What follows belongs to an exercise in optimizing a design on an open flow for small area and a short achievable clock period; a production flow would make more cautious choices. Where RTL was checked, it was by simulation tests only, not by an equivalence proof against the original. No functional check of the RTL was part of run 5.

==> flow/design.v, too long to show whole: its modules and the start of the top module <==
// module coefficient_regs: 69 lines
// module state_chain: 22 lines
// module stage2_a: 132 lines
// module stage2_b: 255 lines
// module mul_cs: 1112 lines
// module iir_filter: 163 lines
module iir_filter (
	input  logic clk,
	input  logic rst,
	input  logic signed [14:0] data,
	input  logic data_en,
	input  logic wb_cyc,
	input  logic wb_stb,
	input  logic wb_we,
	input  logic [2:0] wb_adr,
	input  logic [31:0] wb_dat_i,
	output logic [31:0] wb_dat_o,
	output logic wb_ack,
	output logic signed [14:0] data_out,
	output logic data_out_en
);
  // ...
==> flow/run.sh <==
#!/bin/bash
# synth_recipe.tcl (not shown) runs the flow's synth.tcl, then flattens the netlist and writes it again
# the make line also repeats each setting of config.mk as NAME=value (left out here)
make -C /OpenROAD-flow-scripts/flow DESIGN_CONFIG=/design/flow/config.mk WORK_HOME=/design/flow/orfs CLKGATE_MAP_FILE= SYNTH_SCRIPT=/design/flow/synth_recipe.tcl finish
==> flow/config.mk <==
export PLATFORM = sky130hd
export DESIGN_NAME = iir_filter
export DESIGN_NICKNAME = iir_filter
export VERILOG_FILES = /design/flow/design.v
export SDC_FILE = /design/flow/constraint.sdc
export NUM_CORES = 4
export LEC_CHECK = 0
export CAP_MARGIN = 20
export CORE_MARGIN = 2
export CORE_UTILIZATION = 50
export SETUP_SLACK_MARGIN = 4.2
export SLEW_MARGIN = 20
==> flow/constraint.sdc <==
create_clock -name core_clock -period 8.0 [get_ports {clk}]
set_input_delay 1.6000 -clock core_clock [delete_from_list [all_inputs] [get_ports {clk}]]
set_output_delay 1.6000 -clock core_clock [all_outputs]
set_load 0.01 [all_outputs]
==> results.cfg, run 1 <==
[sta]
rsz0062_at_grt = true
fmax_mhz = 250
fin_crit_sh = 0.501
setup_viol = 0
finalWorstSetupSlack_ps = 4000

[placed_design]
dp_slack_ps = 3300
place.port_buffers = 97
dp_hpwl_microns = 56700

[global_route]
grt_pass1_vias = 22700
grtUsageMet3 = 0.0339
use_met2 = 0.466

[critical_path]
critPathMostFrequentCell = inv_2
max_stage_delay_ps = 540
cp_top_family = adder cells
start_kind = register
cp_cell_sequence = buf_12 > nand2b_4 > fa_2 > inv_2 > fa_1 > inv_2 > fa_1 > inv_2 > fa_2 > a211oi_2 > o21bai_2 > buf_4 > buf_6 > a21oi_4 > o21bai_1 > a21oi_2 > xnor2_2 > mux2_2
critical-path-slowest-cell = fa_1
endpoint_kind = register

[min_path]
hold_start = s[3]$_DFF_PP0_
min_to = s[4]$_DFF_PP0_

[yosys]
synth_area_leader_cell = fa_1
synth_area_leaders = fa_1 22%, dfrtp_1 15%, dfxtp_1 10%, mux2_2 8.4%, dfstp_2 8.1%
synthTopCellsByCount = 468 x inv_1, 342 x fa_1, 327 x nand2_1
yosys_warnings = 3
yosysSeqAreaShare = 0.333

[route]
wl_met2_microns = 41200
drc = 0
vias = 21200

[cells_and_area]
multi_input_area_sq_um = 18300
fillers = 5126
multi_input_area_share = 0.528
n_all_inverters = 470
ff_latch_area_sq_um = 10300
final_common_cell = inv_1
seq_cells = 432

[status]
status = timing/DRC/antenna clean

[floorplanning]
die_y_microns = 251

[clocking]
ctsHoldBuffers = 0
==> run 2, diff against run 1 <==
--- a/flow/config.mk
+++ b/flow/config.mk
@@ -8,5 +8,5 @@
 export CAP_MARGIN = 20
 export CORE_MARGIN = 2
 export CORE_UTILIZATION = 50
-export SETUP_SLACK_MARGIN = 4.2
+export SETUP_SLACK_MARGIN = 4.0
 export SLEW_MARGIN = 20
==> run 2 against run 1 <==
Against the previous run: setup slack gained 59 ps; core utilization shrank 0.99 points; synthesized cell count is the same; synthesized area is the same; largest cell class unchanged.
==> results.cfg, run 2 <==
[critical_path]
critPathBufInv = 2
endpoint = num[13]$_DFFE_PP0P_
cp.depth = 14
cp_max_fo = 6
start_kind = register
cp_top_family = adder cells
critical-path-slowest-cell = dfrtp_4
reg2reg_setup_slack_ps = 4050
endpoint_kind = register
worstReg2RegEnd = num[13]$_DFFE_PP0P_
arrival_ps = 4390
max_stage_delay_ps = 550
required_ps = 8440
r2r_start = s[1]$_DFF_PP0_
crit_type = reg2reg
cp_cell_sequence = buf_4 > buf_4 > nor2b_2 > ha_2 > fa_1 > fa_1 > ha_4 > and4_4 > o21a_1 > a21oi_4 > a21oi_4 > nand2_2 > a311oi_4 > a21oi_1
cp-startpoint = s[1]$_DFF_PP0_
rr_worst_depth = 14

[route]
wl_microns = 82100
drc = 0
first_iter_violations = 1166
ant_nets = 0
post_drt_wl_per_cell_microns = 21.5
vias = 20900
viasPerCell = 5.47
drtPass1Iterations = 5

[global_route]
track_usage = 0.268
grt_overflow = 0
grt_pass1_vias = 22800
grt_antenna_before_repair = 1
grt_max_degree = 174
grt_pass1_wl_microns = 130000

[yosys]
syn_area_sq_um = 30500
synth_async_sr_flop_share = 0.632
synth_area_leader_cell = fa_1
yosysSeqAreaShare = 0.333
syn_nets = 3461
ys_seq_elements = 432
synth_top_area_frac = 0.225
synth_flop_cell = dfrtp_1
synthTopCellsByCount = 468 x inv_1, 342 x fa_1, 327 x nand2_1
yosysMostFrequentCell = inv_1
synth.distinct_cells = 64
avgSynthCellArea_sq_um = 10.3
synth_edf_count = 0
yosys_warnings = 3
synth_area_leaders = fa_1 22%, dfrtp_1 15%, dfxtp_1 10%, mux2_2 8.4%, dfstp_2 8.1%
synth_cells = 2956

[sta]
tightest_slew_ps = 1110
setup_viol = 0
period_needed_ps = 3950
slew_viol_final = 0
relSlewSlack = 0.261
tns_ps = 0
rsz0062_at_grt = true
hold_viol = 0
fin_skew_ps = 25.7
fin_crit_sh = 0.493
fmax_mhz = 253

[floorplanning]
fp.coreArea_sq_um = 60200
dieArea_sq_um = 62900
dieWidth_microns = 251
ios = 105
start_util = 0.506
die_y_microns = 251
num_rows = 90

[clocking]
ctsHoldBuffers = 0
cts_tree = yes
clkTransAtPathRegs_ps = 60
clock_latency_ps = 610
h-tree-depth = 2
cts_max_path_buffers = 3
cts_sinks = 432
cts_root_buffer = clkbuf_16
numCtsBuffers = 48

[status]
status = timing/DRC/antenna clean

[cells_and_area]
final_common_cell = inv_1
utilization = 0.567
nets = 3496
area_growth_pct = 12.1
drive_gt1_frac = 0.181
fillers = 5220
final_cell_mix = 462 x inv_1, 340 x fa_1, 326 x nand2_1

[placed_design]
dp_hpwl_microns = 56800
place.port_buffers = 97
gp_congestion = 0.850

[run]
drv_cap = 0

[min_path]
hp-class = reg2reg
## run 2: cell counts after synthesis
Identical to the previous run, type by type.
## run 2: worst min path at each step
stage                               from        endpoint  slack (ps)  cells past startpoint
after floorplan           s[3]$_DFF_PP0_  s[4]$_DFF_PP0_         330                      0
after global placement    s[3]$_DFF_PP0_  s[4]$_DFF_PP0_         350                      0
after detailed placement  s[3]$_DFF_PP0_  s[4]$_DFF_PP0_         380                      0
after CTS                 s[3]$_DFF_PP0_  s[4]$_DFF_PP0_         380                      0
after global routing      s[3]$_DFF_PP0_  s[4]$_DFF_PP0_         400                      0
final                     s[3]$_DFF_PP0_  s[4]$_DFF_PP0_         390                      0
## run 2: layout make-up
cell class,instances,area [sq um],area share
antenna,1,2.50,0.0000733
clock buffer,70,1460,0.0427
clock inverter,20,267,0.00780
inverter,470,1770,0.0518
multi-input combinational,1898,18200,0.532
sequential,432,10200,0.298
tap,782,978,0.0287
timing repair buffer,141,1340,0.0391
## run 2: cell families after synthesis
logic type / after synthesis / share of synthesized area
AO/OA/AOI/OAI: 343 / 0.0709
XOR/XNOR: 98 / 0.0282
adder cells (fa/ha/maj): 449 / 0.269
buffers and inverters: 626 / 0.0796
flip-flops: 432 / 0.333
multiplexers: 264 / 0.101
AND/OR/NAND/NOR: 744 / 0.119
## run 2: repair_timing
item / in CTS / in global routing
pin swaps: 10 / 22
buffers inserted: 7 / 6
endpoints found under the setup margin: 29 / 27
gates resized for setup: 32 / 54
cloned: 0 / 1
## run 2: metrics by stage
stage | hold slack (ps) | instance area, sq um | cells | setup WS (ps)
after CTS | 384 | 33900 | 3806 | 3860
after global placement | 350 | 32000 | 3709 | 3640
after floorplan | 331 | 30500 | 2956 | 2870
after global routing | 404 | 34100 | 3813 | 3920
after detailed placement | 375 | 32000 | 3709 | 3540
final | 388 | 34100 | 3814 | 4050
## run 2: routing by layer
layer | routed length, microns | GRT usage
met5 | 0 | 0
met1 | 33600 | 0.335
met3 | 3800 | 0.0367
met4 | 2810 | 0.0946
met2 | 41900 | 0.477
==> run 3, diff against run 2 <==
--- a/flow/config.mk
+++ b/flow/config.mk
@@ -7,6 +7,6 @@
 export LEC_CHECK = 0
 export CAP_MARGIN = 20
 export CORE_MARGIN = 2
-export CORE_UTILIZATION = 50
+export CORE_UTILIZATION = 60
 export SETUP_SLACK_MARGIN = 4.0
 export SLEW_MARGIN = 20
==> run 3 against run 2 <==
Against the previous run: still clean; first-iteration DRC count is 29% higher; setup slack worse by 91 ps; maximum frequency shrank 2.3%; critical path type is now in2reg.
==> results.cfg, run 3 <==
[status]
status = timing/DRC/antenna clean

[route]
drc = 0
viasPerCell = 5.76
post_drt_wl_per_cell_microns = 22.2
vias = 21300
drtPass1Iterations = 5
wl_microns = 82300
ant_nets = 0
first_iter_violations = 1509

[placed_design]
place.port_buffers = 97
dp_hpwl_microns = 56200
gp_congestion = 0.884
dp_slack_ps = 3430
place_area_sq_um = 31900

[yosys]
synth-compound-area-share = 0.0709
synth_async_sr_flop_share = 0.632
synth_flop_cell = dfrtp_1
avgSynthCellArea_sq_um = 10.3
yosysSeqAreaShare = 0.333
yosys_warnings = 3
ys_seq_elements = 432
synth_top_family_by_area = adder cells
yosys-mux-area-fraction = 0.101
synth_edf_count = 0
synth_area_leaders = fa_1 22%, dfrtp_1 15%, dfxtp_1 10%, mux2_2 8.4%, dfstp_2 8.1%
synth_top_area_frac = 0.225
synth_area_leader_cell = fa_1
synthTopCellsByCount = 468 x inv_1, 342 x fa_1, 327 x nand2_1
synth_fa_ha_area_frac = 0.269
syn_nets = 3461
synth_cells = 2956
synth_xor_area_frac = 0.0282
synth-simple-area-share = 0.119
yosysMostFrequentCell = inv_1
syn_area_sq_um = 30500
synth.distinct_cells = 64

[global_route]
grt_pass1_wl_microns = 129000
grt_antenna_before_repair = 4
grt_max_degree = 122
grt_overflow = 0
track_usage = 0.321
grt_pass1_vias = 22800

[critical_path]
endpoint_kind = register
cp_max_fo = 36
required_ps = 8390
arrival_ps = 4420
crit_type = in2reg
start_kind = primary input
reg2reg_setup_slack_ps = 4050

[cells_and_area]
final_area_sq_um = 33900
area_growth_pct = 11.1
nets = 3494
final_cell_mix = 462 x inv_1, 340 x fa_1, 327 x nand2_1
antenna_cells = 0
drive_gt1_frac = 0.178
final_common_cell = inv_1

[sta]
fin_skew_ps = 56.7
period_needed_ps = 4040
fin_crit_sh = 0.505
rsz0062_at_grt = true
relSlewSlack = 0.261
tns_ps = 0
slew_viol_final = 0
finalWorstSetupSlack_ps = 3960
hold_viol = 0
tightest_slew_ps = 1100
setup_viol = 0
fmax_mhz = 248

[clocking]
ctsHoldBuffers = 0
cts_root_buffer = clkbuf_16
numCtsBuffers = 47
clock_latency_ps = 610
h-tree-depth = 2
cts_tree = yes
cts_max_path_buffers = 3
cts_sinks = 432
clkTransAtPathRegs_ps = 60

[floorplanning]
die_y_microns = 229
dieWidth_microns = 229
fp.coreArea_sq_um = 50200
start_util = 0.607
num_rows = 82
ios = 105
dieArea_sq_um = 52600

[min_path]
hp-class = reg2reg

[run]
drv_cap = 0
==> run 3: cells by family (layout without fill, tap and decap cells) <==
kind of cell	after synthesis	after routing
AND/OR/NAND/NOR	744	744
buffers and inverters	626	698
adder cells (fa/ha/maj)	449	449
flip-flops	432	432
AO/OA/AOI/OAI	343	343
multiplexers	264	264
XOR/XNOR	98	98
==> run 3: final cells by class <==
| class | instances | area (sq um) |
|---|---|---|
| repair buffers | 140 | 1330 |
| multi-input cells | 1898 | 18100 |
| well taps | 672 | 841 |
| clock inverters | 11 | 166 |
| flip-flops and latches | 432 | 10200 |
| inverters | 470 | 1770 |
| clock buffers | 77 | 1440 |
| fillers | 3861 | 16300 |
==> run 3: stage by stage <==
stage                     cells  utilization  hold slack [ps]
after floorplan            2956            -              331
after global placement     3598        0.635              336
after detailed placement   3598        0.635              336
after CTS                  3694        0.669              348
after global routing       3700        0.675              366
final                      3700        0.675              348
==> run 3: worst paths after layout <==
| check | endpoint | depth (start not counted) | startpoint |
|---|---|---|---|
| worst max-delay path | gb[0]$_DFF_P_ | 9 | wb_adr[1] |
| worst min-delay path | s[4]$_DFF_PP0_ | 0 | s[3]$_DFF_PP0_ |
| worst max register to register | num[14]$_DFFE_PP0P_ | 15 | rb[1]$_SDFF_PN0_ |
| worst min register to register | s[4]$_DFF_PP0_ | 0 | s[3]$_DFF_PP0_ |
| max in group asynchronous | i_state_chain.w1[7]$_DFFE_PP0P_ | 3 | rst |
| min in group asynchronous | i_coefficient_regs.g_b0[19]$_DFF_PP0_ | 2 | rst |
==> run 3: metal layers <==
metal | share of wire | vias up | track usage
met5 | 0.00016 | - | 0
met4 | 0.035 | 2 | 0.112
met3 | 0.067 | 188 | 0.0479
met2 | 0.49 | 789 | 0.538
met1 | 0.41 | 11000 | 0.427
li1 | - | 9366 | -
==> run 3: repair_timing <==
| action | CTS | global route |
|---|---|---|
| resized for setup | 30 | 55 |
| endpoints found under the setup margin | 27 | 31 |
| setup buffers | 8 | 5 |
| pin swaps | 4 | 18 |
==> run 3: critical path: stages <==
cell and delay [ps]:
buf_2 90, buf_4 310, inv_2 560, nand2_1 270, nor3_4 380, buf_4 450
mux2_2 400, nand2_1 60, o21ai_0 240
==> module coefficient_regs, before the edit <==
module coefficient_regs (
	input  logic clk,
	input  logic rst,
	input  logic wb_cyc,
	input  logic wb_stb,
	input  logic wb_we,
	input  logic [2:0] wb_adr,
	input  logic [31:0] wb_dat_i,
	output logic [31:0] wb_dat_o,
	output logic wb_ack,
	output logic wr,
	output logic [24:0] g_b0, g_b1, g_b2, g_b3, g_a1, g_a2, g_a3,
	output logic [24:0] n_b0, n_b1, n_b2, n_b3, n_a1, n_a2, n_a3
);
	logic ack_q;
	logic access;
	logic [24:0] rd_q;
	logic [24:0] rd_d;
	assign access = wb_cyc && wb_stb && !ack_q;
	assign wr = access && wb_we;
	always_ff @(posedge clk or posedge rst) begin
		if (rst) ack_q <= 1'b0;
		else ack_q <= access;
	end
	assign wb_ack = ack_q;
	assign n_b0 = (wr && wb_adr == 3'd0) ? wb_dat_i[24:0] : g_b0;
	assign n_b1 = (wr && wb_adr == 3'd1) ? wb_dat_i[24:0] : g_b1;
	assign n_b2 = (wr && wb_adr == 3'd2) ? wb_dat_i[24:0] : g_b2;
	assign n_b3 = (wr && wb_adr == 3'd3) ? wb_dat_i[24:0] : g_b3;
	assign n_a1 = (wr && wb_adr == 3'd4) ? wb_dat_i[24:0] : g_a1;
	assign n_a2 = (wr && wb_adr == 3'd5) ? wb_dat_i[24:0] : g_a2;
	assign n_a3 = (wr && wb_adr == 3'd6) ? wb_dat_i[24:0] : g_a3;
	always_ff @(posedge clk or posedge rst) begin
		if (rst) begin
			g_b0 <= iir_filter_pkg::rst_b0;
			g_b1 <= iir_filter_pkg::rst_b1;
			g_b2 <= iir_filter_pkg::rst_b2;
			g_b3 <= iir_filter_pkg::rst_b3;
			g_a1 <= iir_filter_pkg::rst_a1;
			g_a2 <= iir_filter_pkg::rst_a2;
			g_a3 <= iir_filter_pkg::rst_a3;
		end else begin
			g_b0 <= n_b0;
			g_b1 <= n_b1;
			g_b2 <= n_b2;
			g_b3 <= n_b3;
			g_a1 <= n_a1;
			g_a2 <= n_a2;
			g_a3 <= n_a3;
		end
	end
	always_comb begin
		case (wb_adr)
			3'd0: rd_d = g_b0;
			3'd1: rd_d = g_b1;
			3'd2: rd_d = g_b2;
			3'd3: rd_d = g_b3;
			3'd4: rd_d = g_a1;
			3'd5: rd_d = g_a2;
			3'd6: rd_d = g_a3;
			default: rd_d = '0;
		endcase
		if (wb_we && wb_adr != 3'd7) rd_d = wb_dat_i[24:0];
	end
	always_ff @(posedge clk) begin
		rd_q <= rd_d;
	end
	assign wb_dat_o = {{7{rd_q[24]}}, rd_q};
endmodule
==> run 4, diff against run 3 <==
--- a/flow/design.v
+++ b/flow/design.v
@@ -29,7 +29,6 @@
 );
 	logic ack_q;
 	logic access;
-	logic [24:0] rd_q;
 	logic [24:0] rd_d;
 	assign access = wb_cyc && wb_stb && !ack_q;
 	assign wr = access && wb_we;
@@ -64,8 +63,12 @@
 			g_a3 <= n_a3;
 		end
 	end
+	logic [2:0] adr_q;
+	always_ff @(posedge clk) begin
+		adr_q <= wb_adr;
+	end
 	always_comb begin
-		case (wb_adr)
+		case (adr_q)
 			3'd0: rd_d = g_b0;
 			3'd1: rd_d = g_b1;
 			3'd2: rd_d = g_b2;
@@ -75,12 +78,8 @@
 			3'd6: rd_d = g_a3;
 			default: rd_d = '0;
 		endcase
-		if (wb_we && wb_adr != 3'd7) rd_d = wb_dat_i[24:0];
-	end
-	always_ff @(posedge clk) begin
-		rd_q <= rd_d;
 	end
-	assign wb_dat_o = {{7{rd_q[24]}}, rd_q};
+	assign wb_dat_o = {{7{rd_d[24]}}, rd_d};
 endmodule
 `timescale 1ns/1ps
 module state_chain (
--- a/flow/config.mk
+++ b/flow/config.mk
@@ -7,6 +7,6 @@
 export LEC_CHECK = 0
 export CAP_MARGIN = 20
 export CORE_MARGIN = 2
-export CORE_UTILIZATION = 60
+export CORE_UTILIZATION = 50
 export SETUP_SLACK_MARGIN = 4.0
 export SLEW_MARGIN = 20
==> run 4 against run 3 <==
Against the previous run: sequential share of layout area down 1.4 points; sequential cell count fell by 22; synthesized area down 1.3%; register-to-register slack hardly changed; setup slack better by 79 ps; highest routed layer is now met4; routed wire length is 0.37% higher; count of clock-buffer cells in the layout fell by 14; first-iteration DRC count decreased by 0.93%; largest cell class unchanged; cell count up 3.9%; still clean.
==> results.cfg, run 4 <==
[status]
status = timing/DRC/antenna clean

[clocking]
cts_root_buffer = clkbuf_16
cts_tree = yes
ctsHoldBuffers = 0
clock_latency_ps = 630
h-tree-depth = 2
clkTransAtPathRegs_ps = 60
cts_max_path_buffers = 3
cts_sinks = 410
numCtsBuffers = 47

[yosys]
ys_seq_elements = 410
synth_cells = 2967
yosysMostFrequentCell = inv_1
synth_area_leader_cell = fa_1
syn_nets = 3472
syn_area_sq_um = 30100
yosys_warnings = 3
synth_async_sr_flop_share = 0.666
synth.distinct_cells = 70
synth_flop_cell = dfrtp_1
synth_edf_count = 0
avgSynthCellArea_sq_um = 10.1
synth_top_area_frac = 0.228
synth_area_leaders = fa_1 23%, dfrtp_1 15%, dfxtp_1 9.1%, dfstp_2 8.2%, mux2_2 7.7%
synthTopCellsByCount = 463 x inv_1, 342 x fa_1, 341 x nand2_1
yosysSeqAreaShare = 0.322

[floorplanning]
start_util = 0.508
dieArea_sq_um = 62100
fp.coreArea_sq_um = 59200
num_rows = 89
die_y_microns = 249
ios = 105
dieWidth_microns = 249

[min_path]
hp-class = reg2reg
hold_depth = 0

[run]
drv_cap = 0

[global_route]
grt_pass1_vias = 22500
grt_max_degree = 153
grt_antenna_before_repair = 1
grt_pass1_wl_microns = 131000
track_usage = 0.272
grt_overflow = 0

[route]
drtPass1Iterations = 6
drc = 0
viasPerCell = 5.48
ant_nets = 0
wl_microns = 82600
first_iter_violations = 1495
post_drt_wl_per_cell_microns = 21.5
vias = 21100

[critical_path]
endpoint_kind = register
start_kind = register
cp-startpoint = pb_c[1]$_DFF_P_
required_ps = 8480
reg2reg_setup_slack_ps = 4040
worstReg2RegEnd = num[10]$_DFFE_PP0P_
r2r_start = pb_c[1]$_DFF_P_
rr_worst_depth = 14
arrival_ps = 4440
cp_max_fo = 3
crit_type = reg2reg
endpoint = num[10]$_DFFE_PP0P_

[sta]
tns_ps = 0
whs_ps = 347
hold_viol = 0
rsz0062_at_grt = true
fmax_mhz = 253
setup_viol = 0
fin_crit_sh = 0.495
relSlewSlack = 0.303
slew_viol_final = 0
period_needed_ps = 3960
tightest_slew_ps = 1040
fin_skew_ps = 56.1

[cells_and_area]
fin_cells = 3843
area_growth_pct = 13.1
drive_gt1_frac = 0.188
nets = 3535
fillers = 5145
final_common_cell = inv_1
utilization = 0.574
final_cell_mix = 461 x inv_1, 340 x nand2_1, 340 x fa_1

[placed_design]
gp_congestion = 0.889
dp_hpwl_microns = 55800
dp.cells = 3702
place.port_buffers = 97
run 4: how the worst min path moves through the flow:
stage / start / to / slack (ps)
finish: s[3]$_DFF_PP0_ / s[4]$_DFF_PP0_ / 350
global route: s[3]$_DFF_PP0_ / s[4]$_DFF_PP0_ / 360
CTS: s[3]$_DFF_PP0_ / s[4]$_DFF_PP0_ / 350
detailed placement: s[3]$_DFF_PP0_ / s[4]$_DFF_PP0_ / 340
global placement: s[3]$_DFF_PP0_ / s[4]$_DFF_PP0_ / 330
floorplan: s[3]$_DFF_PP0_ / s[4]$_DFF_PP0_ / 330
run 4: what timing repair did:
item,CTS,global route
setup buffers,32,16
gates resized for setup,86,78
setup endpoints to repair,61,55
cloned,4,0
pin swaps,2,19
run 4: cell type report:
type	count	area, sq um	share of cell area
antenna	1	2.50	0.0000736
clock buffer	63	1310	0.0384
clock inverter	25	298	0.00876
inverter	464	1750	0.0515
multi-input combinational	1933	18200	0.534
sequential	410	9760	0.287
tap	773	967	0.0285
timing repair buffer	174	1740	0.0512
run 4: routing by layer:
metal,up-vias,GRT usage,routed length [microns]
met5,-,0,0
met4,0,0.0776,2170
met3,146,0.0351,4160
met2,636,0.458,40300
met1,10800,0.369,35900
li1,9450,-,-
run 4: critical path: stages (launching register included):
cell and delay, ps:
dfxtp_1 350, inv_1 70, fa_1 500, inv_1 60
fa_1 490, inv_1 50, fa_1 530, inv_1 60
fa_2 380, a211oi_2 310, o21ai_2 120, a31oi_2 260
o21ai_0 130, and3b_1 240, mux2_2 290
run 4: logic make-up after synthesis:
group           after synthesis  share of synthesized area
compound gates              334                     0.0688
xor+xnor                     88                     0.0256
fa+ha+maj                   449                      0.272
buf+inv                     624                     0.0809
flops                       410                      0.322
mux                         270                      0.105
simple gates                792                      0.125
run 4: per-stage QoR:
| stage | area (sq um) | setup slack, ps |
|---|---|---|
| after floorplan | 30100 | 2870 |
| after global placement | 31500 | 3270 |
| after detailed placement | 31500 | 3300 |
| after CTS | 33700 | 3920 |
| after global routing | 34000 | 3900 |
| final | 34000 | 4040 |
==> module iir_filter, before the edit <==
module iir_filter (
	input  logic clk,
	input  logic rst,
	input  logic signed [14:0] data,
	input  logic data_en,
	input  logic wb_cyc,
	input  logic wb_stb,
	input  logic wb_we,
	input  logic [2:0] wb_adr,
	input  logic [31:0] wb_dat_i,
	output logic [31:0] wb_dat_o,
	output logic wb_ack,
	output logic signed [14:0] data_out,
	output logic data_out_en
);
	logic wr;
	logic [24:0] g_b0, g_b1, g_b2, g_b3, g_a1, g_a2, g_a3;
	logic [24:0] n_b0, n_b1, n_b2, n_b3, n_a1, n_a2, n_a3;
	logic [14:0] w1, w2, w3;
	logic [14:0] den, num;
	logic [14:0] ra, rb;
	logic [14:0] ya, yb;
	logic [4:0] s;
	logic samp;
	logic oen_q;
	coefficient_regs i_coefficient_regs (
		.clk      (clk),
		.rst      (rst),
		.wb_cyc   (wb_cyc),
		.wb_stb   (wb_stb),
		.wb_we    (wb_we),
		.wb_adr   (wb_adr),
		.wb_dat_i (wb_dat_i),
		.wb_dat_o (wb_dat_o),
		.wb_ack   (wb_ack),
		.wr       (wr),
		.g_b0     (g_b0),
		.g_b1     (g_b1),
		.g_b2     (g_b2),
		.g_b3     (g_b3),
		.g_a1     (g_a1),
		.g_a2     (g_a2),
		.g_a3     (g_a3),
		.n_b0     (n_b0),
		.n_b1     (n_b1),
		.n_b2     (n_b2),
		.n_b3     (n_b3),
		.n_a1     (n_a1),
		.n_a2     (n_a2),
		.n_a3     (n_a3)
	);
	state_chain i_state_chain (
		.clk     (clk),
		.rst     (rst),
		.data    (data),
		.data_en (data_en),
		.den_sum (den),
		.w1      (w1),
		.w2      (w2),
		.w3      (w3)
	);
	logic start;
	assign start = data_en || wr;
	always_ff @(posedge clk or posedge rst) begin
		if (rst) begin
			s <= '0;
			samp <= 1'b0;
			oen_q <= 1'b0;
		end else begin
			s[0] <= start;
			s[1] <= s[0] && !start;
			s[2] <= s[1] && !start;
			s[3] <= s[2] && !start;
			s[4] <= s[3];
			if (start) samp <= data_en;
			oen_q <= s[1] && samp;
		end
	end
	logic [20:0] ga, gb;
	logic [14:0] wb;
	always_ff @(posedge clk) begin
		begin
			if (start) ga <= n_b0[20:0];
			else if (s[0]) ga <= g_a1[20:0];
			else if (s[1]) ga <= g_b1[20:0];
			else ga <= '0;
			if (start) gb <= n_a2[20:0];
			else if (s[0]) gb <= g_a3[20:0];
			else if (s[1]) gb <= g_b2[20:0];
			else if (s[2]) gb <= g_b3[20:0];
			else gb <= '0;
		end
	end
	always_ff @(posedge clk) begin
		if (data_en) wb <= w1;
		else if ((s[0] || s[2]) && !wr) wb <= w3;
		else wb <= w2;
	end
	logic [14:0] ha_s, ha_c;
	logic ha_y;
	mul_cs i_mul_a (
		.w  (w1),
		.g  (ga),
		.hs (ha_s),
		.hc (ha_c),
		.cy (ha_y)
	);
	logic [14:0] hb_s, hb_c;
	logic hb_y;
	mul_cs i_mul_b (
		.w  (wb),
		.g  (gb),
		.hs (hb_s),
		.hc (hb_c),
		.cy (hb_y)
	);
	logic [14:0] pa_s, pa_c, pb_s, pb_c;
	logic pa_y, pb_y;
	always_ff @(posedge clk) begin
		pa_s <= ha_s;
		pa_c <= ha_c;
		pa_y <= ha_y;
		pb_s <= hb_s;
		pb_c <= hb_c;
		pb_y <= hb_y;
	end
	stage2_a i_stage2_a (
		.hs   (pa_s),
		.hc   (pa_c),
		.cy   (pa_y),
		.add0 (num),
		.y    (ya)
	);
	logic use_a;
	assign use_a = !s[1];
	stage2_b i_stage2_b (
		.hs   (pb_s),
		.hc   (pb_c),
		.cy   (pb_y),
		.hs2  (use_a ? pa_s : 15'd0),
		.hc2  (use_a ? pa_c : 15'd0),
		.cy2  (use_a && pa_y),
		.add0 (rb),
		.y    (yb)
	);
	always_ff @(posedge clk or posedge rst) begin
		if (rst) begin
			ra <= '0;
			den <= '0;
			num <= '0;
		end else begin
			ra <= ya;
			if (s[2]) den <= yb;
			if (s[4]) num <= yb;
		end
	end
	always_ff @(posedge clk) begin
		if (s[0] || s[2]) rb <= '0;
		else rb <= yb;
	end
	assign data_out = ra;
	assign data_out_en = oen_q;
endmodule
==> run 5, diff against run 4 <==
--- a/flow/design.v
+++ b/flow/design.v
@@ -1687,17 +1687,13 @@
 	logic [20:0] ga, gb;
 	logic [14:0] wb;
 	always_ff @(posedge clk) begin
-		begin
-			if (start) ga <= n_b0[20:0];
-			else if (s[0]) ga <= g_a1[20:0];
-			else if (s[1]) ga <= g_b1[20:0];
-			else ga <= '0;
-			if (start) gb <= n_a2[20:0];
-			else if (s[0]) gb <= g_a3[20:0];
-			else if (s[1]) gb <= g_b2[20:0];
-			else if (s[2]) gb <= g_b3[20:0];
-			else gb <= '0;
-		end
+		if (s[0] && !start) ga <= g_a1[20:0];
+		else if (s[1] && !start) ga <= g_b1[20:0];
+		else ga <= g_b0[20:0];
+		if (s[0] && !start) gb <= g_a3[20:0];
+		else if (s[1] && !start) gb <= g_b2[20:0];
+		else if (s[2] && !start) gb <= g_b3[20:0];
+		else gb <= n_a2[20:0];
 	end
 	always_ff @(posedge clk) begin
 		if (data_en) wb <= w1;
@@ -1740,7 +1736,7 @@
 		.y    (ya)
 	);
 	logic use_a;
-	assign use_a = !s[1];
+	assign use_a = s[2] || s[3];
 	stage2_b i_stage2_b (
 		.hs   (pb_s),
 		.hc   (pb_c),
==> run 5 against run 4 <==
Against the previous run: still clean; critical endpoint unchanged; sequential cell count unchanged; core utilization up 1.6 points; clock skew down 5.2 ps; critical path depth up 5; register-to-register slack worse by 190 ps.
==> results.cfg, run 5 <==
[status]
status = timing/DRC/antenna clean

[sta]
setup_viol = 0
fin_crit_sh = 0.519
relSlewSlack = 0.310
fin_skew_ps = 50.9
whs_ps = 475
hold_viol = 0
tns_ps = 0
slew_viol_final = 0
rsz0062_at_grt = true
finalWorstSetupSlack_ps = 3850
fmax_mhz = 241
period_needed_ps = 4150
tightest_slew_ps = 1030

[critical_path]
cp_max_fo = 7
critical-path-slowest-cell = fa_1
cp_cell_sequence = buf_12 > nor2_4 > buf_12 > buf_16 > nor2_4 > fa_1 > fa_1 > inv_2 > fa_2 > nor2b_4 > o211ai_1 > buf_4 > buf_6 > a211oi_4 > o21a_1 > o21ai_2 > a221oi_2 > buf_4 > mux2_4
max_stage_delay_ps = 600
start_kind = register
endpoint_kind = register
crit_type = reg2reg
arrival_ps = 4660
required_ps = 8510

[yosys]
synth_flop_cell = dfrtp_1
synth.distinct_cells = 64
synth_cells = 2892
synth_async_sr_flop_share = 0.666
synth_top_area_frac = 0.229
yosysMostFrequentCell = inv_1
synth_area_leader_cell = fa_1
syn_area_sq_um = 29900
synthTopCellsByCount = 492 x inv_1, 342 x fa_1, 334 x nand2_1
avgSynthCellArea_sq_um = 10.3
ys_seq_elements = 410
yosys_warnings = 3
synth_area_leaders = fa_1 23%, dfrtp_1 15%, dfxtp_1 9.2%, dfstp_2 8.3%, mux2_2 7.6%
yosysSeqAreaShare = 0.324
synth_edf_count = 0
syn_nets = 3397

[cells_and_area]
fin_cells = 3805
final_cell_mix = 482 x inv_1, 341 x fa_1, 331 x nand2_1
nets = 3496
final_common_cell = inv_1
area_growth_pct = 16.3
fillers = 4967
drive_gt1_frac = 0.216
final_area_sq_um = 34800

[global_route]
grt_overflow = 0
grt_max_degree = 167
track_usage = 0.268
grt_pass1_wl_microns = 128000
grt_antenna_before_repair = 1
grt_pass1_vias = 21900

[route]
ant_nets = 0
vias = 20500
wl_microns = 81600
wl_met2_microns = 40700
first_iter_violations = 1077
post_drt_wl_per_cell_microns = 21.5
viasPerCell = 5.37
wl_met3_microns = 4060
wl_met1_microns = 33700
drc = 0
drtPass1Iterations = 5
highest_layer = met4

[floorplanning]
num_rows = 89
dieArea_sq_um = 61800
start_util = 0.507
ios = 105
fp.coreArea_sq_um = 59000
die_y_microns = 249
dieWidth_microns = 249

[clocking]
cts_sinks = 410
h-tree-depth = 2
ctsHoldBuffers = 0
cts_root_buffer = clkbuf_16
cts_tree = yes
clkTransAtPathRegs_ps = 60
clock_latency_ps = 610
cts_max_path_buffers = 3
numCtsBuffers = 48

[placed_design]
dp.cells = 3644
place.port_buffers = 97
gp_congestion = 0.894
dp_hpwl_microns = 54300
dp_slack_ps = 3080
place_area_sq_um = 31500

[run]
drv_cap = 0

[min_path]
hp-class = reg2reg
[run 5: changes by cell type after synthesis, moves of 18 or more]
cell,delta
mux2i_1,+25
a21oi_1,-44
mux2_1,+18
o211ai_1,-19
o21a_1,-18
a31oi_1,+22
o21ai_1,+18
clkbuf_1,-18
nor2_1,-20
inv_1,+29
[run 5: stage by stage]
stage                util
global placement    0.533
detailed placement  0.533
CTS                 0.583
floorplan               -
finish              0.589
global route        0.589
[run 5: cells by family after synthesis]
kind of cell | share of synthesized area
multiplexers | 0.126
AO/OA/AOI/OAI | 0.0508
AND/OR/NAND/NOR | 0.117
buffers and inverters | 0.0821
flip-flops | 0.324
XOR/XNOR | 0.0264
adder cells (fa/ha/maj) | 0.274
[run 5: cell type report]
| cell class | instances | area (sq um) | area share |
|---|---|---|---|
| diodes | 2 | 5.00 | 0.000144 |
| clock buffers | 61 | 1310 | 0.0377 |
| clock inverters | 28 | 404 | 0.0116 |
| inverters | 495 | 1870 | 0.0537 |
| multi-input cells | 1847 | 18300 | 0.527 |
| flip-flops and latches | 410 | 9790 | 0.281 |
| well taps | 773 | 967 | 0.0278 |
| repair buffers | 189 | 2120 | 0.0609 |
[run 5: worst max-delay path, delay by kind of cell, from the launching register on]
| family | cells | cell delay [ps] |
|---|---|---|
| and+or+nand+nor | 3 | 350 |
| AOI/OAI and AO/OA | 5 | 800 |
| adders and majority gates | 3 | 1430 |
| DFF | 1 | 430 |
| buffers and inverters | 7 | 910 |
| muxes | 1 | 130 |
[run 5: metal layers]
layer / vias up / global-route usage
met5: - / 0
met3: 158 / 0.0340
met2: 573 / 0.461
met1: 10500 / 0.345
li1: 9224 / -
met4: 0 / 0.101
[run 5: worst paths after layout]
check,cells past startpoint,slack [ps],endpoint,from
max,19,3850,num[10]$_DFFE_PP0P_,s[2]$_DFF_PP0_
min,2,480,samp$_DFFE_PP0P_,samp$_DFFE_PP0P_
min reg2reg,2,480,samp$_DFFE_PP0P_,samp$_DFFE_PP0P_
max reg2reg,19,3850,num[10]$_DFFE_PP0P_,s[2]$_DFF_PP0_
max in group asynchronous,3,4960,i_state_chain.w1[6]$_DFFE_PP0P_,rst
min in group asynchronous,2,1560,i_coefficient_regs.g_b3[17]$_DFFE_PP0P_,rst
[run 5: repair_timing]
action                                 4_1_cts  5_1_grt
endpoints found under the hold margin        0        0
pin swaps                                   39       33
setup buffers                               43       15
cloned                                      11        1
setup endpoints to repair                   74       67
gates resized for setup                    158       84
==> run 6, diff against run 5 <==
--- a/flow/design.v
+++ b/flow/design.v
@@ -1687,13 +1687,17 @@
 	logic [20:0] ga, gb;
 	logic [14:0] wb;
 	always_ff @(posedge clk) begin
-		if (s[0] && !start) ga <= g_a1[20:0];
-		else if (s[1] && !start) ga <= g_b1[20:0];
-		else ga <= g_b0[20:0];
-		if (s[0] && !start) gb <= g_a3[20:0];
-		else if (s[1] && !start) gb <= g_b2[20:0];
-		else if (s[2] && !start) gb <= g_b3[20:0];
-		else gb <= n_a2[20:0];
+		begin
+			if (start) ga <= n_b0[20:0];
+			else if (s[0]) ga <= g_a1[20:0];
+			else if (s[1]) ga <= g_b1[20:0];
+			else ga <= '0;
+			if (start) gb <= n_a2[20:0];
+			else if (s[0]) gb <= g_a3[20:0];
+			else if (s[1]) gb <= g_b2[20:0];
+			else if (s[2]) gb <= g_b3[20:0];
+			else gb <= '0;
+		end
 	end
 	always_ff @(posedge clk) begin
 		if (data_en) wb <= w1;
@@ -1736,7 +1740,7 @@
 		.y    (ya)
 	);
 	logic use_a;
-	assign use_a = s[2] || s[3];
+	assign use_a = !s[1];
 	stage2_b i_stage2_b (
 		.hs   (pb_s),
 		.hc   (pb_c),
==> flow/flow/run.sh (new file) <==
#!/bin/bash
# The standard layout (standard.sh) with one placement option changed:
# the input and output ports are buffered with buf_2 cells instead of the
# cell buffer_ports picks by itself. The make output goes to standard.log;
# ORFS keeps each step's own log in orfs/logs.
set -o pipefail
export BUFFER_PORTS_ARGS="-buffer_cell sky130_fd_sc_hd__buf_2"
bash standard.sh finish > standard.log 2>&1
==> flow/standard.sh (new file) <==
#!/bin/bash
# synth_recipe.tcl (not shown) runs the flow's synth.tcl, then flattens the netlist and writes it again
# the make line also repeats each setting of config.mk as NAME=value (left out here)
make -C /OpenROAD-flow-scripts/flow DESIGN_CONFIG=/design/flow/config.mk WORK_HOME=/design/flow/orfs CLKGATE_MAP_FILE= SYNTH_SCRIPT=/design/flow/synth_recipe.tcl "${@:-finish}"
removed: flow/run.sh
==> run 6 against run 5 <==
Against the previous run: clock skew fell by 6.6 ps; maximum frequency rose by 4.9%; critical path depth fell by 13; critical path type is now reg2out; highest routed layer is now met5.
==> results.cfg, run 6 <==
[route]
drc = 0
vias = 21000
ant_nets = 0
viasPerCell = 5.49
drtPass1Iterations = 8
first_iter_violations = 1536
post_drt_wl_per_cell_microns = 21.4
wl_microns = 82000

[critical_path]
arrival_ps = 2360
required_ps = 6400
reg2reg_setup_slack_ps = 4090
worstReg2RegEnd = den[10]$_DFFE_PP0P_
endpoint_kind = output pin
crit_type = reg2out
r2r_start = pb_c[1]$_DFF_P_
critical-path-slowest-cell = dfxtp_4
rr_worst_depth = 14
cp_max_fo = 7
cp_cell_sequence = nor2b_1 > buf_4 > and2_2 > a22oi_1 > nand4_1 > buf_2
max_stage_delay_ps = 460
start_kind = register

[cells_and_area]
fillers = 5253
nets = 3514
final_common_cell = inv_1
fin_cells = 3823
final_cell_mix = 462 x inv_1, 341 x fa_1, 340 x nand2_1
drive_gt1_frac = 0.206
area_growth_pct = 10.5

[min_path]
hold_depth = 0
min_to = s[4]$_DFF_PP0_
hold_start = s[3]$_DFF_PP0_
hp-class = reg2reg

[clocking]
cts_root_buffer = clkbuf_16
clock_latency_ps = 610
cts_sinks = 410
h-tree-depth = 2
numCtsBuffers = 46
cts_max_path_buffers = 3
cts_tree = yes
clkTransAtPathRegs_ps = 60

[yosys]
ys_seq_elements = 410
syn_area_sq_um = 30100
synth_area_leaders = fa_1 23%, dfrtp_1 15%, dfxtp_1 9.1%, dfstp_2 8.2%, mux2_2 7.7%
yosys_warnings = 3
synth_top_area_frac = 0.228
syn_nets = 3472
synthTopCellsByCount = 463 x inv_1, 342 x fa_1, 341 x nand2_1
synth.distinct_cells = 70
yosysMostFrequentCell = inv_1
avgSynthCellArea_sq_um = 10.1
synth_cells = 2967
yosysSeqAreaShare = 0.322
synth_edf_count = 0
synth_flop_cell = dfrtp_1
synth_async_sr_flop_share = 0.666
synth_area_leader_cell = fa_1

[global_route]
grtUsageMet3 = 0.0363
grt_overflow = 0
use_met2 = 0.435
grt_pass1_wl_microns = 128000
grt_pass1_vias = 22200
use_met1 = 0.369
grt_antenna_before_repair = 6
track_usage = 0.267
grt_max_degree = 169
busiest_layer = met2

[sta]
period_needed_ps = 3960
relSlewSlack = 0.219
rsz0062_at_grt = true
tightest_slew_ps = 1170
setup_viol = 0
fin_skew_ps = 44.3
tns_ps = 0
hold_viol = 0
fin_crit_sh = 0.494
fmax_mhz = 253
whs_ps = 343
finalWorstSetupSlack_ps = 4040
slew_viol_final = 0

[floorplanning]
die_y_microns = 249
dieArea_sq_um = 62100
start_util = 0.508
dieWidth_microns = 249
num_rows = 89
fp.coreArea_sq_um = 59200
ios = 105

[placed_design]
gp_congestion = 0.884
dp_hpwl_microns = 55900
dp_slack_ps = 3470
dp.cells = 3702
place.port_buffers = 97

[status]
status = timing/DRC/antenna clean

[run]
drv_cap = 0
-- run 6: cell count changes after synthesis, moves of 19 or more --
cell      before  now
a21oi_1       74  118
o211ai_1       3   22
inv_1        492  463
mux2i_1       63   38
nor2_1       133  153
a31oi_1       29    7
-- run 6: cell families after synthesis --
kind of cell	count (synthesis)	synth area share
compound gates	334	0.0688
flops	410	0.322
mux	270	0.105
simple gates	792	0.125
buf+inv	624	0.0809
fa+ha+maj	449	0.272
xor+xnor	88	0.0256
-- run 6: cell type report --
type                       count  area [sq um]  share of cell area
antenna                        3          7.51            0.000226
clock buffer                  65          1320              0.0398
clock inverter                21           288             0.00866
inverter                     464          1750              0.0525
multi-input combinational   1933         18100               0.544
sequential                   410          9750               0.293
tap                          773           967              0.0291
timing repair buffer         154          1070              0.0322
-- run 6: timing repair --
| item | in CTS | in global routing |
|---|---|---|
| setup buffers | 7 | 22 |
| pin swaps | 3 | 3 |
| hold buffers | 0 | 0 |
| gates resized for setup | 45 | 39 |
| cloned | 2 | 1 |
| endpoints found under the setup margin | 67 | 52 |
-- run 6: through the flow --
stage,area (sq um),util
4_1_cts,32900,0.556
6_report,33200,0.561
3_3_place_gp,31100,0.524
3_5_place_dp,31100,0.524
2_1_floorplan,30100,-
5_1_grt,33200,0.561
-- run 6: metal layers --
layer  up-vias  part of all wire
met4         6             0.030
met5         -           0.00049
met3       164             0.055
met1     10800              0.44
met2       662              0.48
li1       9394                 -
-- run 6: worst max path at each step --
stage | slack (ps) | endpoint | start
6_report | 4040 | wb_dat_o[12] | i_coefficient_regs.adr_q[1]$_DFF_P_
4_1_cts | 4010 | pb_s[11]$_DFF_P_ | gb[11]$_DFF_P_
3_3_place_gp | 3540 | den[11]$_DFFE_PP0P_ | s[1]$_DFF_PP0_
3_5_place_dp | 3470 | num[9]$_DFFE_PP0P_ | s[1]$_DFF_PP0_
5_1_grt | 3920 | num[13]$_DFFE_PP0P_ | rb[2]$_SDFF_PN0_
2_1_floorplan | 2870 | den[0]$_DFFE_PP0P_ | rst
-- run 6: critical path: cells and delay by family (launching register included) --
family	cells	cell delay, ps
AND/OR/NAND/NOR	3	750
flip-flops	1	460
buffers and inverters	2	410
AO/OA/AOI/OAI	1	120
==> run 7, diff against run 6 <==
--- a/flow/config.mk
+++ b/flow/config.mk
@@ -8,5 +8,7 @@
 export CAP_MARGIN = 20
 export CORE_MARGIN = 2
 export CORE_UTILIZATION = 50
+export CTS_CLUSTER_DIAMETER = 60
+export CTS_CLUSTER_SIZE = 30
 export SETUP_SLACK_MARGIN = 4.0
 export SLEW_MARGIN = 20
==> run 7 against run 6 <==
Against the previous run: still clean on timing, DRC and antenna; sequential share of layout area up 0.24 points; non-clock buffer count down 1; hold slack hardly changed; count of clock-buffer cells in the layout decreased by 26; clock skew increased by 5.3 ps; cell area fell by 0.80%; core utilization shrank 0.45 points; die area unchanged; routed wire length is 0.47% lower; critical endpoint is now num[11]$_DFFE_PP0P_; highest routed layer unchanged.
==> results.cfg, run 7 <==
[critical_path]
cp_cell_sequence = buf_6 > buf_16 > nor2_1 > ha_1 > fa_1 > fa_1 > ha_1 > nand2_1 > o21ai_1 > a21o_1 > a221oi_2 > xnor2_2 > mux2_2
rr_worst_depth = 13
start_kind = register
r2r_start = s[1]$_DFF_PP0_
endpoint_kind = register
reg2reg_setup_slack_ps = 4080
crit_type = reg2reg
max_stage_delay_ps = 540
critical-path-slowest-cell = fa_1
worstReg2RegEnd = num[11]$_DFFE_PP0P_
cp_max_fo = 21
critPathBufInv = 2
cp_top_family = adder cells
arrival_ps = 4360
required_ps = 8440

[sta]
rsz0062_at_grt = true
tns_ps = 0
fin_skew_ps = 49.6
fin_crit_sh = 0.491
tightest_slew_ps = 1120
slew_viol_final = 0
relSlewSlack = 0.254
period_needed_ps = 3920
hold_viol = 0
fmax_mhz = 255
setup_viol = 0

[global_route]
grt_overflow = 0
grt_pass1_vias = 22100
grt_max_degree = 169
grt_antenna_before_repair = 5
grt_pass1_wl_microns = 128000
track_usage = 0.267

[clocking]
cts_root_buffer = clkbuf_16
cts_tree = yes
cts_sinks = 410
numCtsBuffers = 37
clkTransAtPathRegs_ps = 80
clock_latency_ps = 590
h-tree-depth = 2
cts_max_path_buffers = 3
ctsHoldBuffers = 0

[run]
drv_cap = 0

[placed_design]
dp_hpwl_microns = 55900
dp.cells = 3702
place.port_buffers = 97
gp_congestion = 0.884

[yosys]
synth_area_leaders = fa_1 23%, dfrtp_1 15%, dfxtp_1 9.1%, dfstp_2 8.2%, mux2_2 7.7%
synth.distinct_cells = 70
syn_area_sq_um = 30100
avgSynthCellArea_sq_um = 10.1
synthTopCellsByCount = 463 x inv_1, 342 x fa_1, 341 x nand2_1
yosysSeqAreaShare = 0.322
synth_cells = 2967
synth_area_leader_cell = fa_1
synth_top_area_frac = 0.228
yosys_warnings = 3
ys_seq_elements = 410
syn_nets = 3472
synth_flop_cell = dfrtp_1
yosysMostFrequentCell = inv_1
synth_edf_count = 0
synth_async_sr_flop_share = 0.666

[cells_and_area]
final_common_cell = inv_1
ff_latch_area_sq_um = 9750
area_growth_pct = 9.64
nets = 3504
fillers = 5264
multi_input_area_sq_um = 18100
fin_cells = 3802
final_cell_mix = 462 x inv_1, 341 x fa_1, 340 x nand2_1
drive_gt1_frac = 0.204

[min_path]
hold_depth = 0
min_to = s[4]$_DFF_PP0_
hold_start = s[3]$_DFF_PP0_
hp-class = reg2reg

[route]
first_iter_violations = 1397
vias = 20800
wl_microns = 81600
ant_nets = 0
viasPerCell = 5.47
post_drt_wl_per_cell_microns = 21.5
drtPass1Iterations = 8
drc = 0

[floorplanning]
die_y_microns = 249
dieArea_sq_um = 62100
start_util = 0.508
ios = 105
dieWidth_microns = 249
fp.coreArea_sq_um = 59200
num_rows = 89

[status]
status = timing/DRC/antenna clean
run 7: cell counts after synthesis:
No cell type changed its count.
run 7: cell type report:
cell class                      instances  area share
Clock buffer                           39      0.0290
Tap cell                              773      0.0293
Clock inverter                         28      0.0113
Timing Repair Buffer                  153      0.0332
Inverter                              464      0.0529
Antenna cell                            2    0.000152
Sequential cell                       410       0.296
Multi-Input combinational cell       1933       0.548
run 7: cells by family (layout without fill, tap and decap cells):
logic type               count (synthesis)  in the layout  share of synthesized area
AND/OR/NAND/NOR                        792            792                      0.125
buffers and inverters                  624            684                     0.0809
adder cells (fa/ha/maj)                449            449                      0.272
flip-flops                             410            410                      0.322
AO/OA/AOI/OAI                          334            334                     0.0688
multiplexers                           270            270                      0.105
XOR/XNOR                                88             88                     0.0256
other                                    0              2                          0
run 7: per-layer routing:
layer / wire, microns / global-route usage / part of all wire / vias to the layer above
li1: - / - / - / 9372
met1: 35600 / 0.367 / 0.44 / 10600
met2: 38900 / 0.442 / 0.48 / 620
met5: 34 / 0 / 0.00042 / -
met4: 2480 / 0.0799 / 0.030 / 6
met3: 4520 / 0.0357 / 0.055 / 157
run 7: what timing repair did:
item,CTS,global route
gates resized for setup,47,43
buffers inserted,16,12
setup endpoints to repair,66,52
pin swaps,4,7
cloned,2,1
run 7: how the worst max path moves through the flow:
stage                                        start                  end  slack, ps  depth (start not counted)
2_1_floorplan                                  rst   den[0]$_DFFE_PP0P_       2870                          1
3_3_place_gp                        s[1]$_DFF_PP0_  den[11]$_DFFE_PP0P_       3540                         12
3_5_place_dp                        s[1]$_DFF_PP0_   num[9]$_DFFE_PP0P_       3470                         11
4_1_cts        i_coefficient_regs.adr_q[2]$_DFF_P_         wb_dat_o[31]       4000                          7
5_1_grt                            pb_c[1]$_DFF_P_  num[11]$_DFFE_PP0P_       3930                         14
6_report                            s[1]$_DFF_PP0_  num[11]$_DFFE_PP0P_       4080                         13
run 7: stage by stage:
step / area (sq um) / utilization / hold slack [ps] / worst slack [ps]
2_1_floorplan: 30100 / - / 331 / 2870
3_3_place_gp: 31100 / 0.524 / 332 / 3540
3_5_place_dp: 31100 / 0.524 / 335 / 3470
4_1_cts: 32700 / 0.552 / 348 / 4000
5_1_grt: 33000 / 0.556 / 365 / 3930
6_report: 33000 / 0.556 / 343 / 4080
==> run 8, diff against run 7 <==
--- a/flow/config.mk
+++ b/flow/config.mk
@@ -9,6 +9,6 @@
 export CORE_MARGIN = 2
 export CORE_UTILIZATION = 50
 export CTS_CLUSTER_DIAMETER = 60
-export CTS_CLUSTER_SIZE = 30
+export CTS_CLUSTER_SIZE = 40
 export SETUP_SLACK_MARGIN = 4.0
 export SLEW_MARGIN = 20
==> run 8 against run 7 <==
Against the previous run: maximum frequency did not move; hold slack unchanged; sequential cell count did not move; largest cell class unchanged.
==> results.cfg, run 8 <==
[status]
status = timing/DRC/antenna clean

[route]
highest_layer = met5
ant_nets = 0
first_iter_violations = 1397
wl_met3_microns = 4520
post_drt_wl_per_cell_microns = 21.5
drc = 0
wl_met1_microns = 35600
drtPass1Iterations = 8
wl_microns = 81600
vias = 20800
wl_met2_microns = 38900
viasPerCell = 5.47

[sta]
slew_viol_final = 0
setup_viol = 0
tightest_slew_ps = 1120
finalWorstSetupSlack_ps = 4080
fin_crit_sh = 0.491
relSlewSlack = 0.254
hold_viol = 0
tns_ps = 0
period_needed_ps = 3920
rsz0062_at_grt = true
fmax_mhz = 255
fin_skew_ps = 49.6

[yosys]
synthTopCellsByCount = 463 x inv_1, 342 x fa_1, 341 x nand2_1
syn_nets = 3472
synth_async_sr_flop_share = 0.666
synth_top_area_frac = 0.228
ys_seq_elements = 410
yosysMostFrequentCell = inv_1
yosys_warnings = 3
avgSynthCellArea_sq_um = 10.1
synth.distinct_cells = 70
synth_edf_count = 0
synth_cells = 2967
yosysSeqAreaShare = 0.322
synth_flop_cell = dfrtp_1
syn_area_sq_um = 30100
synth_area_leaders = fa_1 23%, dfrtp_1 15%, dfxtp_1 9.1%, dfstp_2 8.2%, mux2_2 7.7%
synth_area_leader_cell = fa_1

[cells_and_area]
final_cell_mix = 462 x inv_1, 341 x fa_1, 340 x nand2_1
fillers = 5264
nets = 3504
ff_latch_area_sq_um = 9750
final_common_cell = inv_1
fin_cells = 3802
multi_input_area_sq_um = 18100
area_growth_pct = 9.64
drive_gt1_frac = 0.204

[placed_design]
dp.cells = 3702
gp_congestion = 0.884
place.port_buffers = 97
dp_slack_ps = 3470
dp_hpwl_microns = 55900

[clocking]
cts_tree = yes
numCtsBuffers = 37
clkTransAtPathRegs_ps = 80
clock_latency_ps = 590
cts_max_path_buffers = 3
h-tree-depth = 2
cts_sinks = 410
cts_root_buffer = clkbuf_16
ctsHoldBuffers = 0

[min_path]
min_to = s[4]$_DFF_PP0_
hp-class = reg2reg
hold_start = s[3]$_DFF_PP0_
hold_depth = 0

[critical_path]
r2r_start = s[1]$_DFF_PP0_
worstReg2RegEnd = num[11]$_DFFE_PP0P_
cp_max_fo = 21
crit_type = reg2reg
start_kind = register
reg2reg_setup_slack_ps = 4080
required_ps = 8440
arrival_ps = 4360
rr_worst_depth = 13
endpoint_kind = register

[floorplanning]
num_rows = 89
dieWidth_microns = 249
die_y_microns = 249
start_util = 0.508
fp.coreArea_sq_um = 59200
dieArea_sq_um = 62100
ios = 105

[global_route]
grt_overflow = 0
grt_max_degree = 169
grt_pass1_vias = 22100
grt_pass1_wl_microns = 128000
track_usage = 0.267
grt_antenna_before_repair = 5

[run]
drv_cap = 0
## run 8: how the worst max path moves through the flow
stage,from,cells past startpoint,slack [ps],end
finish,s[1]$_DFF_PP0_,13,4080,num[11]$_DFFE_PP0P_
global route,pb_c[1]$_DFF_P_,14,3930,num[11]$_DFFE_PP0P_
CTS,i_coefficient_regs.adr_q[2]$_DFF_P_,7,4000,wb_dat_o[31]
detailed placement,s[1]$_DFF_PP0_,11,3470,num[9]$_DFFE_PP0P_
global placement,s[1]$_DFF_PP0_,12,3540,den[11]$_DFFE_PP0P_
floorplan,rst,1,2870,den[0]$_DFFE_PP0P_
## run 8: logic make-up after synthesis
logic type               share of synthesized area
AO/OA/AOI/OAI                               0.0688
buffers and inverters                       0.0809
XOR/XNOR                                    0.0256
flip-flops                                   0.322
adder cells (fa/ha/maj)                      0.272
multiplexers                                 0.105
AND/OR/NAND/NOR                              0.125
## run 8: metrics by stage
step / util / cell area (sq um) / hold slack [ps]
floorplan: - / 30100 / 331
global placement: 0.524 / 31100 / 332
detailed placement: 0.524 / 31100 / 335
CTS: 0.552 / 32700 / 348
global route: 0.556 / 33000 / 365
finish: 0.556 / 33000 / 343
## run 8: layout make-up
type | count | share of cell area
Sequential cell | 410 | 0.296
Clock buffer | 39 | 0.0290
Inverter | 464 | 0.0529
Clock inverter | 28 | 0.0113
Tap cell | 773 | 0.0293
Antenna cell | 2 | 0.000152
Timing Repair Buffer | 153 | 0.0332
Multi-Input combinational cell | 1933 | 0.548
## run 8: routing by layer
layer  vias to the layer above  GRT usage
met5                         -          0
met4                         6     0.0799
met3                       157     0.0357
met2                       620      0.442
met1                     10600      0.367
li1                       9372          -
## run 8: repair_timing
action	CTS	global route
buffers inserted	16	12
resized for setup	47	43
cloned	2	1
endpoints found under the setup margin	66	52
pin swaps	4	7
## run 8: critical path, cell delays in order (launching register included)
cell	delay, ps
dfrtp_4	450
buf_6	190
buf_16	190
nor2_1	70
ha_1	240
fa_1	540
fa_1	520
ha_1	420
nand2_1	110
o21ai_1	100
a21o_1	220
a221oi_2	320
xnor2_2	160
mux2_2	280
==> run 9, diff against run 8 <==
--- a/flow/config.mk
+++ b/flow/config.mk
@@ -8,7 +8,7 @@
 export CAP_MARGIN = 20
 export CORE_MARGIN = 2
 export CORE_UTILIZATION = 50
-export CTS_CLUSTER_DIAMETER = 60
-export CTS_CLUSTER_SIZE = 40
+export CTS_CLUSTER_DIAMETER = 75
+export CTS_CLUSTER_SIZE = 30
 export SETUP_SLACK_MARGIN = 4.0
 export SLEW_MARGIN = 20
==> run 9 against run 8 <==
Against the previous run: cell count down 0.55%; core utilization decreased by 0.53 points; maximum frequency is 0.25% lower; clock skew hardly changed; critical path depth is 7 lower; synthesized area did not move; count of clock-buffer cells in the layout shrank 8; cell area shrank 0.94%; global-route usage shrank 0.25 points.
==> results.cfg, run 9 <==
[sta]
fmax_mhz = 254
slew_viol_final = 0
fin_crit_sh = 0.492
fin_skew_ps = 49.6
relSlewSlack = 0.260
tightest_slew_ps = 1100
hold_viol = 0
tns_ps = 0
rsz0062_at_grt = true
setup_viol = 0
finalWorstSetupSlack_ps = 4070
period_needed_ps = 3930

[cells_and_area]
fillers = 5300
nets = 3489
drive_gt1_frac = 0.201
final_cell_mix = 461 x inv_1, 341 x fa_1, 340 x nand2_1
area_growth_pct = 8.60
final_common_cell = inv_1

[clocking]
clkTransAtPathRegs_ps = 110
cts_root_buffer = clkbuf_16
cts_max_path_buffers = 3
ctsHoldBuffers = 0
h-tree-depth = 1
numCtsBuffers = 29
cts_sinks = 410
cts_tree = yes
clock_latency_ps = 620

[critical_path]
endpoint_kind = output pin
rr_worst_depth = 14
arrival_ps = 2330
critical-path-slowest-cell = dfxtp_4
cp_cell_sequence = buf_16 > nor2b_1 > buf_6 > a21oi_1 > o21ai_1 > buf_2
max_stage_delay_ps = 430
crit_type = reg2out
start_kind = register
cp_max_fo = 18
required_ps = 6400

[yosys]
synthTopCellsByCount = 463 x inv_1, 342 x fa_1, 341 x nand2_1
yosysMostFrequentCell = inv_1
synth_area_leader_cell = fa_1
ys_seq_elements = 410
syn_area_sq_um = 30100
yosysSeqAreaShare = 0.322
syn_nets = 3472
synth_async_sr_flop_share = 0.666
yosys_warnings = 3
synth_flop_cell = dfrtp_1
synth_cells = 2967
synth_area_leaders = fa_1 23%, dfrtp_1 15%, dfxtp_1 9.1%, dfstp_2 8.2%, mux2_2 7.7%
synth_edf_count = 0
avgSynthCellArea_sq_um = 10.1
synth_top_area_frac = 0.228
synth.distinct_cells = 70

[global_route]
track_usage = 0.264
grt_pass1_vias = 21900
grt_antenna_before_repair = 6
grt_overflow = 0
grt_pass1_wl_microns = 127000
grt_max_degree = 169

[route]
post_drt_wl_per_cell_microns = 21.4
drc = 0
ant_nets = 0
viasPerCell = 5.48
vias = 20700
wl_microns = 80900
drtPass1Iterations = 5
first_iter_violations = 1596

[placed_design]
place.port_buffers = 97
gp_congestion = 0.884
dp_slack_ps = 3470
dp_hpwl_microns = 55900

[floorplanning]
die_y_microns = 249
num_rows = 89
start_util = 0.508
fp.coreArea_sq_um = 59200
dieArea_sq_um = 62100
ios = 105
dieWidth_microns = 249

[min_path]
hold_depth = 0
hp-class = reg2reg

[status]
status = timing/DRC/antenna clean

[run]
drv_cap = 0
==> run 9: cell counts after synthesis <==
Identical to the previous run, type by type.
==> run 9: worst paths after layout <==
path,start,to,slack (ps)
setup / recovery,i_coefficient_regs.adr_q[1]$_DFF_P_,wb_dat_o[17],4070
max in group asynchronous,rst,i_state_chain.w1[6]$_DFFE_PP0P_,5420
hold / removal,s[3]$_DFF_PP0_,s[4]$_DFF_PP0_,350
min in group asynchronous,rst,i_coefficient_regs.g_b3[21]$_DFFE_PP0P_,910
hold reg to reg,s[3]$_DFF_PP0_,s[4]$_DFF_PP0_,350
setup reg to reg,s[1]$_DFF_PP0_,den[12]$_DFFE_PP0P_,4080
==> run 9: kinds of logic (layout without fill, tap and decap cells) <==
family / Yosys count / in the layout / synth area share
and+or+nand+nor: 792 / 792 / 0.125
buffers and inverters: 624 / 663 / 0.0809
adders and majority gates: 449 / 449 / 0.272
DFF: 410 / 410 / 0.322
AOI/OAI and AO/OA: 334 / 334 / 0.0688
muxes: 270 / 270 / 0.105
xor gates and xnor gates: 88 / 88 / 0.0256
other: 0 / 2 / 0
==> run 9: layout make-up <==
class	instances	area, sq um	share of cell area
timing repair buffer	146	992	0.0304
sequential	410	9750	0.299
inverter	464	1750	0.0535
antenna	2	5.00	0.000153
clock inverter	22	295	0.00904
multi-input combinational	1933	18100	0.556
tap	773	967	0.0296
clock buffer	31	753	0.0231
==> run 9: per-stage QoR <==
stage | utilization | cell area (sq um) | cells | hold WS [ps]
3_3_place_gp | 0.524 | 31100 | 3702 | 332
6_report | 0.551 | 32700 | 3781 | 353
5_1_grt | 0.551 | 32600 | 3779 | 380
3_5_place_dp | 0.524 | 31100 | 3702 | 335
2_1_floorplan | - | 30100 | 2967 | 331
4_1_cts | 0.547 | 32400 | 3768 | 358
==> run 9: routing by layer <==
metal | track usage | vias to the layer above | part of all wire
met3 | 0.0316 | 146 | 0.056
li1 | - | 9325 | -
met5 | 0 | - | 0.00063
met4 | 0.0737 | 8 | 0.029
met1 | 0.368 | 10600 | 0.44
met2 | 0.438 | 617 | 0.48
==> run 9: what timing repair did <==
item / CTS / global route
endpoints found under the setup margin: 66 / 52
resized for setup: 49 / 47
buffers inserted: 11 / 11
cloned: 2 / 0
pin swaps: 3 / 13
==> run 9: worst max-delay path, delay by kind of cell (launching register included) <==
| kind | cells | cell delay (ps) |
|---|---|---|
| flops | 1 | 430 |
| compound gates | 2 | 400 |
| simple gates | 1 | 190 |
| buf+inv | 3 | 680 |

## what the ideal ports hide
How much do the figures lean on ideal ports? The routed layouts below were timed once more, with nothing changed but the port constraints. Step 1: set_driving_cell puts a clkbuf_16 on clk and a buf_2 on each other input, an assumption about the parent block. Step 2 times the ports against the registers' clock, not the clock port: input delays grow and output delays shrink by t, the midpoint of the rising clock arrivals with the driver on. Three values: no drivers, after step 1, after step 2; two values: the first two.
run | t, ns | setup WS [ns] | worst setup path after step 2 | latest minus earliest clock arrival (ns)
run 1 | 0.657 | 3.995 / 3.995 / 3.679 | input to register | 0.032 / 0.031
run 2 | 0.665 | 4.054 / 4.054 / 3.584 | input to register | 0.031 / 0.031
run 3 | 0.645 | 3.962 / 4.004 / 3.359 | input to register | 0.057 / 0.057
run 4 | 0.661 | 4.042 / 4.005 / 3.739 | input to register | 0.059 / 0.059
run 5 | 0.647 | 3.851 / 3.851 / 3.583 | input to register | 0.051 / 0.051
run 6 | 0.651 | 4.044 / 3.980 / 3.703 | input to register | 0.046 / 0.046
run 7 | 0.625 | 4.075 / 4.020 / 3.745 | input to register | 0.050 / 0.050
run 8 | 0.625 | 4.075 / 4.020 / 3.745 | input to register | 0.050 / 0.050
run 9 | 0.660 | 4.065 / 3.999 / 3.724 | input to register | 0.050 / 0.050
After both steps setup and hold are still met in every run listed. The setup slack of run 3, which loses most, moves by +0.042 ns with the drivers and by -0.603 ns with both steps.
